Source: an optimization exercise on an open RTL-to-GDS flow (aim: small area and a short achievable clock period). Production flows keep margins and buffers that such runs may drop.
At most, simulation tests tie the RTL to the original design; equivalence was not proved.
Power and IR drop assume default switching activity.

Setup of lagoon:
==> flow/design.v <==
package trace_pkg;
    localparam logic SRC_RF = 1'b0;
    localparam logic SRC_DM = 1'b1;
    localparam int TRACE_XLEN   = 32;
    localparam int TRACE_ADDR_W = 8;
    localparam int TRACE_CYC_W  = 16;
    typedef struct packed {
        logic                    src;
        logic [TRACE_CYC_W-1:0]  cycle;
        logic [TRACE_ADDR_W-1:0] addr;
        logic [TRACE_XLEN-1:0]   data;
    } trace_entry_t;
    function automatic int entry_width(input int xlen, input int addr_w, input int cyc_w);
        entry_width = 1 + cyc_w + addr_w + xlen;
    endfunction
endpackage
module trace_fifo
#(
    parameter int WIDTH = trace_pkg::entry_width(trace_pkg::TRACE_XLEN, trace_pkg::TRACE_ADDR_W, trace_pkg::TRACE_CYC_W),
    parameter int SLOTS = 15
) (
    input  logic             clk,
    input  logic [SLOTS-1:0] wr_en,
    input  logic [WIDTH-1:0] wr_zero,
    input  logic [WIDTH-1:0] wr_even,
    input  logic [WIDTH-1:0] wr_odd,
    input  logic [SLOTS-1:0] rd_sel,
    output logic [WIDTH-1:0] rd_data
);
    logic [WIDTH-1:0] mem_q [SLOTS];
    always_ff @(posedge clk) begin
        for (int i = 0; i < SLOTS; i++)
            if (wr_en[i]) mem_q[i] <= (i == 0) ? wr_zero : (i % 2 == 0) ? wr_even : wr_odd;
    end
    always_comb begin
        rd_data = '0;
        for (int i = 0; i < SLOTS; i++)
            rd_data = rd_data | (mem_q[i] & {WIDTH{rd_sel[i]}});
    end
endmodule
module reg_trace_buffer
#(
    parameter int XLEN       = 32,
    parameter int ADDR_W     = 8,
    parameter int DEPTH      = 16,
    parameter int CYC_W      = 16,
    parameter int MAX_CYCLES = 40000,
    parameter int OVF_W      = 8,
    localparam int ENTRY_W   = trace_pkg::entry_width(XLEN, ADDR_W, CYC_W),
    localparam int CNT_W     = $clog2(DEPTH) + 1
) (
    input  logic               clk,
    input  logic               rst,
    input  logic               rf_we,
    input  logic [4:0]         rf_waddr,
    input  logic [XLEN-1:0]    rf_wdata,
    input  logic               dm_we,
    input  logic [XLEN-1:0]    dm_addr,
    input  logic [XLEN-1:0]    dm_wdata,
    output logic               rd_valid,
    input  logic               rd_ready,
    output logic [ENTRY_W-1:0] rd_data,
    output logic [CNT_W-1:0]   count,
    output logic               full,
    output logic               halted,
    output logic [CYC_W-1:0]   cycle,
    output logic [OVF_W-1:0]   ovf_cnt
);
    logic [CYC_W-1:0]   cycle_q;
    logic               halted_q;
    logic [OVF_W-1:0]   ovf_q;
    logic [CNT_W-1:0]   count_q;
    logic               valid_q;
    logic               full_q;
    logic [ENTRY_W-1:0] head_q;
    logic [CYC_W-1:0]   cyc_n_q;   
    logic               run_q;     
    logic [CNT_W-1:0]   cnt_n_q;   
    logic               lv0_q, lv1_q, lv2_q, lvf1_q, lvf_q;
    localparam int SLOTS = DEPTH - 1;
    logic [SLOTS-1:0]   wp_q;      
    logic               wp_odd_q;  
    logic [SLOTS-1:0]   rd_sel_q;
    logic               hs_inrun_q;  
    logic               acc1_q;     
    logic               acc2_q;     
    logic               acc2p_q;    
    logic               fullrun_q;  
    logic [CYC_W-1:0]   cyc;
    logic               empty, pop;
    logic               pa, pb, drop1, drop2;
    logic               d_m1, d_p1, d_p2, d_0;
    logic [ENTRY_W-1:0] entry_rf, entry_dm;
    logic [ENTRY_W-1:0] wr_zero, wr_even, wr_odd, mread, head_src;
    logic [SLOTS-1:0]   wr_en, rd_sel, rn, rn_d;
    logic               hd_direct;
    logic [SLOTS-1:0]   wp_d;
    logic               unused_dm_addr;
    logic [CYC_W-1:0]   cycle_d;
    logic               halt_now;
    assign unused_dm_addr = ^dm_addr[XLEN-1:ADDR_W];
    assign cyc = ~cyc_n_q;
    assign entry_rf = {trace_pkg::SRC_RF, cyc, ADDR_W'(rf_waddr), rf_wdata};
    assign entry_dm = {trace_pkg::SRC_DM, cyc, dm_addr[ADDR_W-1:0], dm_wdata};
    assign empty = lv0_q;
    assign pop   = !empty && rd_ready;
    assign pa    = (rf_we || dm_we) && (acc1_q || (run_q && rd_ready));
    assign pb    = rf_we && dm_we && (acc2_q || (acc2p_q && rd_ready));
    assign drop2 = rf_we && dm_we && fullrun_q && !rd_ready;
    assign drop1 = (fullrun_q && !rd_ready && (rf_we != dm_we))
                || (rf_we && dm_we && ((fullrun_q && rd_ready) || (acc2p_q && !rd_ready)));
    assign d_m1 = !empty && rd_ready && !(run_q && (rf_we || dm_we));
    assign d_p2 = rf_we && dm_we && acc2_q && (!rd_ready || empty);
    assign d_p1 = (!rd_ready && (rf_we || dm_we) && acc1_q && !(rf_we && dm_we && acc2_q))
               || (rd_ready && empty && run_q && (rf_we != dm_we))
               || (rd_ready && !empty && rf_we && dm_we && acc1_q);
    assign d_0  = !(d_m1 || d_p1 || d_p2);
    always_comb begin
        for (int i = 0; i < SLOTS; i++)
            wr_en[i] = (pa && wp_q[i]) || (pb && wp_q[(i + SLOTS - 1) % SLOTS]);
        wp_d = wp_q;
        if (pb)      wp_d = {wp_q[SLOTS-3:0], wp_q[SLOTS-1:SLOTS-2]};
        else if (pa) wp_d = {wp_q[SLOTS-2:0], wp_q[SLOTS-1]};
    end
    assign wr_zero = (wp_q[SLOTS-1] || !rf_we) ? entry_dm : entry_rf;
    assign wr_even = (wp_odd_q || !rf_we) ? entry_dm : entry_rf;
    assign wr_odd  = (!wp_odd_q || !rf_we) ? entry_dm : entry_rf;
    assign rd_sel  = rd_sel_q;
    trace_fifo #(
        .WIDTH (ENTRY_W),
        .SLOTS (SLOTS)
    ) u_fifo (
        .clk     (clk),
        .wr_en   (wr_en),
        .wr_zero (wr_zero),
        .wr_even (wr_even),
        .wr_odd  (wr_odd),
        .rd_sel  (rd_sel),
        .rd_data (mread)
    );
    assign hd_direct = empty || (lv1_q && rd_ready);
    assign head_src = mread
                    | (entry_rf   & {ENTRY_W{hs_inrun_q && rf_we}})
                    | (entry_dm   & {ENTRY_W{hs_inrun_q && !rf_we && dm_we}});
    always_ff @(posedge clk) begin
        if (rst)                  head_q <= '0;
        else if (empty || rd_ready) head_q <= head_src;
    end
    logic [CNT_W-1:0] cnt;
    logic             lv3, lvf2, lvf3;
    logic             lv0_d, lv1_d, lv2_d, lvf1_d, lvf_d;
    logic             ge2_d;
    assign cnt  = ~cnt_n_q;
    assign lv3  = (cnt == CNT_W'(3));
    assign lvf2 = (cnt == CNT_W'(DEPTH - 2));
    assign lvf3 = (cnt == CNT_W'(DEPTH - 3));
    assign lv0_d  = (d_0 && lv0_q) || (d_m1 && lv1_q);
    assign lv1_d  = (d_0 && lv1_q) || (d_m1 && lv2_q) || (d_p1 && lv0_q);
    assign lv2_d  = (d_0 && lv2_q) || (d_m1 && lv3) || (d_p1 && lv1_q) || (d_p2 && lv0_q);
    assign lvf1_d = (d_0 && lvf1_q) || (d_m1 && lvf_q) || (d_p1 && lvf2) || (d_p2 && lvf3);
    assign lvf_d  = (d_0 && lvf_q) || (d_p1 && lvf1_q) || (d_p2 && lvf2);
    assign ge2_d  = !(lv0_d || lv1_d);
    assign rn     = (lv0_q || lv1_q) ? wp_q : rd_sel_q;
    assign rn_d   = (hd_direct && pa)  ? {wp_q[SLOTS-2:0], wp_q[SLOTS-1]} :
                    (pop && !lv1_q)    ? {rd_sel_q[SLOTS-2:0], rd_sel_q[SLOTS-1]} : rn;
    always_ff @(posedge clk) begin
        if (rst) begin
            wp_q     <= SLOTS'(1);
            wp_odd_q <= 1'b0;
            lv0_q    <= 1'b1;
            lv1_q    <= 1'b0;
            lv2_q    <= 1'b0;
            lvf1_q   <= 1'b0;
            lvf_q    <= 1'b0;
            rd_sel_q <= '0;
            hs_inrun_q <= 1'b1;
            acc1_q    <= 1'b1;
            acc2_q    <= 1'b1;
            acc2p_q   <= 1'b0;
            fullrun_q <= 1'b0;
        end else begin
            wp_q <= wp_d;
            wp_odd_q <= 1'b0;
            for (int i = 1; i < SLOTS; i += 2) if (wp_d[i]) wp_odd_q <= 1'b1;
            lv0_q   <= lv0_d;
            lv1_q   <= lv1_d;
            lv2_q   <= lv2_d;
            lvf1_q  <= lvf1_d;
            lvf_q   <= lvf_d;
            rd_sel_q <= rn_d & {SLOTS{ge2_d}};
            hs_inrun_q <= !ge2_d && run_q && !halt_now;
            acc1_q    <= !lvf_d && run_q && !halt_now;
            acc2_q    <= !lvf_d && !lvf1_d && run_q && !halt_now;
            acc2p_q   <= lvf1_d && run_q && !halt_now;
            fullrun_q <= lvf_d && run_q && !halt_now;
        end
    end
    logic [CNT_W-1:0] count_d;
    logic [CNT_W-1:0] cnt_m1, cnt_p1, cnt_p2;
    assign cnt_m1  = cnt - CNT_W'(1);
    assign cnt_p1  = cnt + CNT_W'(1);
    assign cnt_p2  = cnt + CNT_W'(2);
    assign count_d = (cnt_m1  & {CNT_W{d_m1}})
                   | (cnt     & {CNT_W{d_0}})
                   | (cnt_p1  & {CNT_W{d_p1}})
                   | (cnt_p2  & {CNT_W{d_p2}});
    always_ff @(posedge clk) begin
        if (rst) begin
            count_q <= '0;
            cnt_n_q <= '1;
            valid_q <= 1'b0;
            full_q  <= 1'b0;
        end else begin
            count_q <= count_d;
            cnt_n_q <= ~count_d;
            valid_q <= !lv0_d;
            full_q  <= lvf_d;
        end
    end
    logic [OVF_W:0]   ovf_p1, ovf_p2;
    logic [OVF_W-1:0] ovf_s1, ovf_s2;
    assign cycle_d  = cyc + CYC_W'(1);
    assign halt_now = (MAX_CYCLES != 0 && cyc == CYC_W'(MAX_CYCLES - 1));
    assign ovf_p1 = {1'b0, ovf_q} + (OVF_W + 1)'(1);
    assign ovf_p2 = {1'b0, ovf_q} + (OVF_W + 1)'(2);
    assign ovf_s1 = ovf_p1[OVF_W] ? '1 : ovf_p1[OVF_W-1:0];
    assign ovf_s2 = ovf_p2[OVF_W] ? '1 : ovf_p2[OVF_W-1:0];
    always_ff @(posedge clk) begin
        if (rst) begin
            cycle_q  <= '0;
            cyc_n_q  <= '1;
            halted_q <= 1'b0;
            run_q    <= 1'b1;
            ovf_q    <= '0;
        end else begin
            if (cyc != CYC_W'(MAX_CYCLES)) begin
                cycle_q <= cycle_d;
                cyc_n_q <= ~cycle_d;
            end
            if (run_q && halt_now) begin
                halted_q <= 1'b1;
                run_q    <= 1'b0;
            end
            if (drop2)      ovf_q <= ovf_s2;
            else if (drop1) ovf_q <= ovf_s1;
        end
    end
    assign rd_valid = valid_q;
    assign rd_data  = head_q;
    assign count    = count_q;
    assign full     = full_q;
    assign halted   = halted_q;
    assign cycle    = cycle_q;
    assign ovf_cnt  = ovf_q;
endmodule
==> flow/config.mk <==
export PLATFORM = sky130hd
export DESIGN_NAME = reg_trace_buffer
export DESIGN_NICKNAME = reg_trace_buffer
export VERILOG_FILES = /design/flow/design.v
export SDC_FILE = /design/flow/constraint.sdc
export NUM_CORES = 4
export LEC_CHECK = 0
export CAP_MARGIN = 20
export CORE_MARGIN = 2
export CORE_UTILIZATION = 60
export SETUP_SLACK_MARGIN = 2.3
export SLEW_MARGIN = 20
==> flow/constraint.sdc <==
create_clock -name core_clock -period 4.3 [get_ports {clk}]
set_input_delay 0.8600 -clock core_clock [delete_from_list [all_inputs] [get_ports {clk}]]
set_output_delay 0.8600 -clock core_clock [all_outputs]
set_load 0.01 [all_outputs]
standard.sh (not shown) runs the stock make flow with config.mk's settings and CLKGATE_MAP_FILE= SYNTH_SCRIPT=/design/flow/synth_recipe.tcl, a recipe that flattens the netlist after the stock synthesis.
==> flow/flow/run.sh <==
#!/bin/bash
# Layout flow: the standard flow (standard synthesis unchanged), with two
# layout choices changed through ORFS's own variables:
#  - clock tree synthesis without dummy loads (the tree is not padded with
#    extra load cells for balancing);
#  - ports buffered with sky130_fd_sc_hd__buf_2 (every port still gets a buffer).
# The make output goes to standard.log here; ORFS keeps each step's log under
# orfs/logs/.
set -euo pipefail
export CTS_ARGS="-sink_clustering_enable -repair_clock_nets -dont_use_dummy_load -sink_clustering_size 24 -sink_clustering_max_diameter 60"
export BUFFER_PORTS_ARGS="-buffer_cell sky130_fd_sc_hd__buf_2"
bash standard.sh finish > standard.log 2>&1
[inputs] raven vs lagoon
diff --git a/flow/design.v b/flow/design.v
--- a/flow/design.v
+++ b/flow/design.v
@@ -104,18 +104,20 @@
     assign entry_dm = {trace_pkg::SRC_DM, cyc, dm_addr[ADDR_W-1:0], dm_wdata};
     assign empty = lv0_q;
     assign pop   = !empty && rd_ready;
     assign pa    = (rf_we || dm_we) && (acc1_q || (run_q && rd_ready));
     assign pb    = rf_we && dm_we && (acc2_q || (acc2p_q && rd_ready));
     assign drop2 = rf_we && dm_we && fullrun_q && !rd_ready;
-    assign drop1 = (fullrun_q && !rd_ready && (rf_we != dm_we))
+    assign drop1 = (fullrun_q && !rd_ready && rf_we && !dm_we)
+                || (fullrun_q && !rd_ready && !rf_we && dm_we)
                 || (rf_we && dm_we && ((fullrun_q && rd_ready) || (acc2p_q && !rd_ready)));
     assign d_m1 = !empty && rd_ready && !(run_q && (rf_we || dm_we));
     assign d_p2 = rf_we && dm_we && acc2_q && (!rd_ready || empty);
     assign d_p1 = (!rd_ready && (rf_we || dm_we) && acc1_q && !(rf_we && dm_we && acc2_q))
-               || (rd_ready && empty && run_q && (rf_we != dm_we))
+               || (rd_ready && empty && run_q && rf_we && !dm_we)
+               || (rd_ready && empty && run_q && !rf_we && dm_we)
                || (rd_ready && !empty && rf_we && dm_we && acc1_q);
     assign d_0  = !(d_m1 || d_p1 || d_p2);
     always_comb begin
         for (int i = 0; i < SLOTS; i++)
             wr_en[i] = (pa && wp_q[i]) || (pb && wp_q[(i + SLOTS - 1) % SLOTS]);
         wp_d = wp_q;
Notes after the runs:
Across raven and lagoon, the outcome is the same: a clean finish for every run. The lower data required time at the worst endpoint came out of raven. Going from lagoon to raven, the HPWL after detailed placement was found to have gone up by 0.38%. [compare] base=lagoon new=raven: multi-input combinational gate total rose by 2.3%, post-synthesis cell area increased about 0.36%. Relative to lagoon, total power decreased by about 1.5% in raven. lagoon → raven: routed length on met1 moved up, total clock network power moved up, total number of vias moved up, routed wire length moved up.
For lagoon, only the layout was checked, not whether the RTL still works.

## re-timing with driven ports
Ports are ideal in the flow. The routed layouts listed here were re-timed in OpenROAD.
Step 1 sets driving cells, clkbuf_16 on the clock port and buf_2 on the other inputs (assumed; they add their load-dependent delay and slew).
Step 2 also shifts input and output timing later by t, the mid clock arrival at the registers, as if the neighbouring blocks saw the same clock.
a / b / c = ideal / step 1 / step 2; a / b = the first two.
run | shift t [ns] | slack for setup (ns) | worst setup path at the end
lagoon | 0.713 | 2.231 / 2.208 / 1.560 | input to register
raven | 0.722 | 2.250 / 2.183 / 1.634 | input to register
After both steps every run listed still meets setup and hold. For lagoon, which loses most, drivers alone change the setup slack by -0.023 ns; drivers and shift together by -0.671 ns.
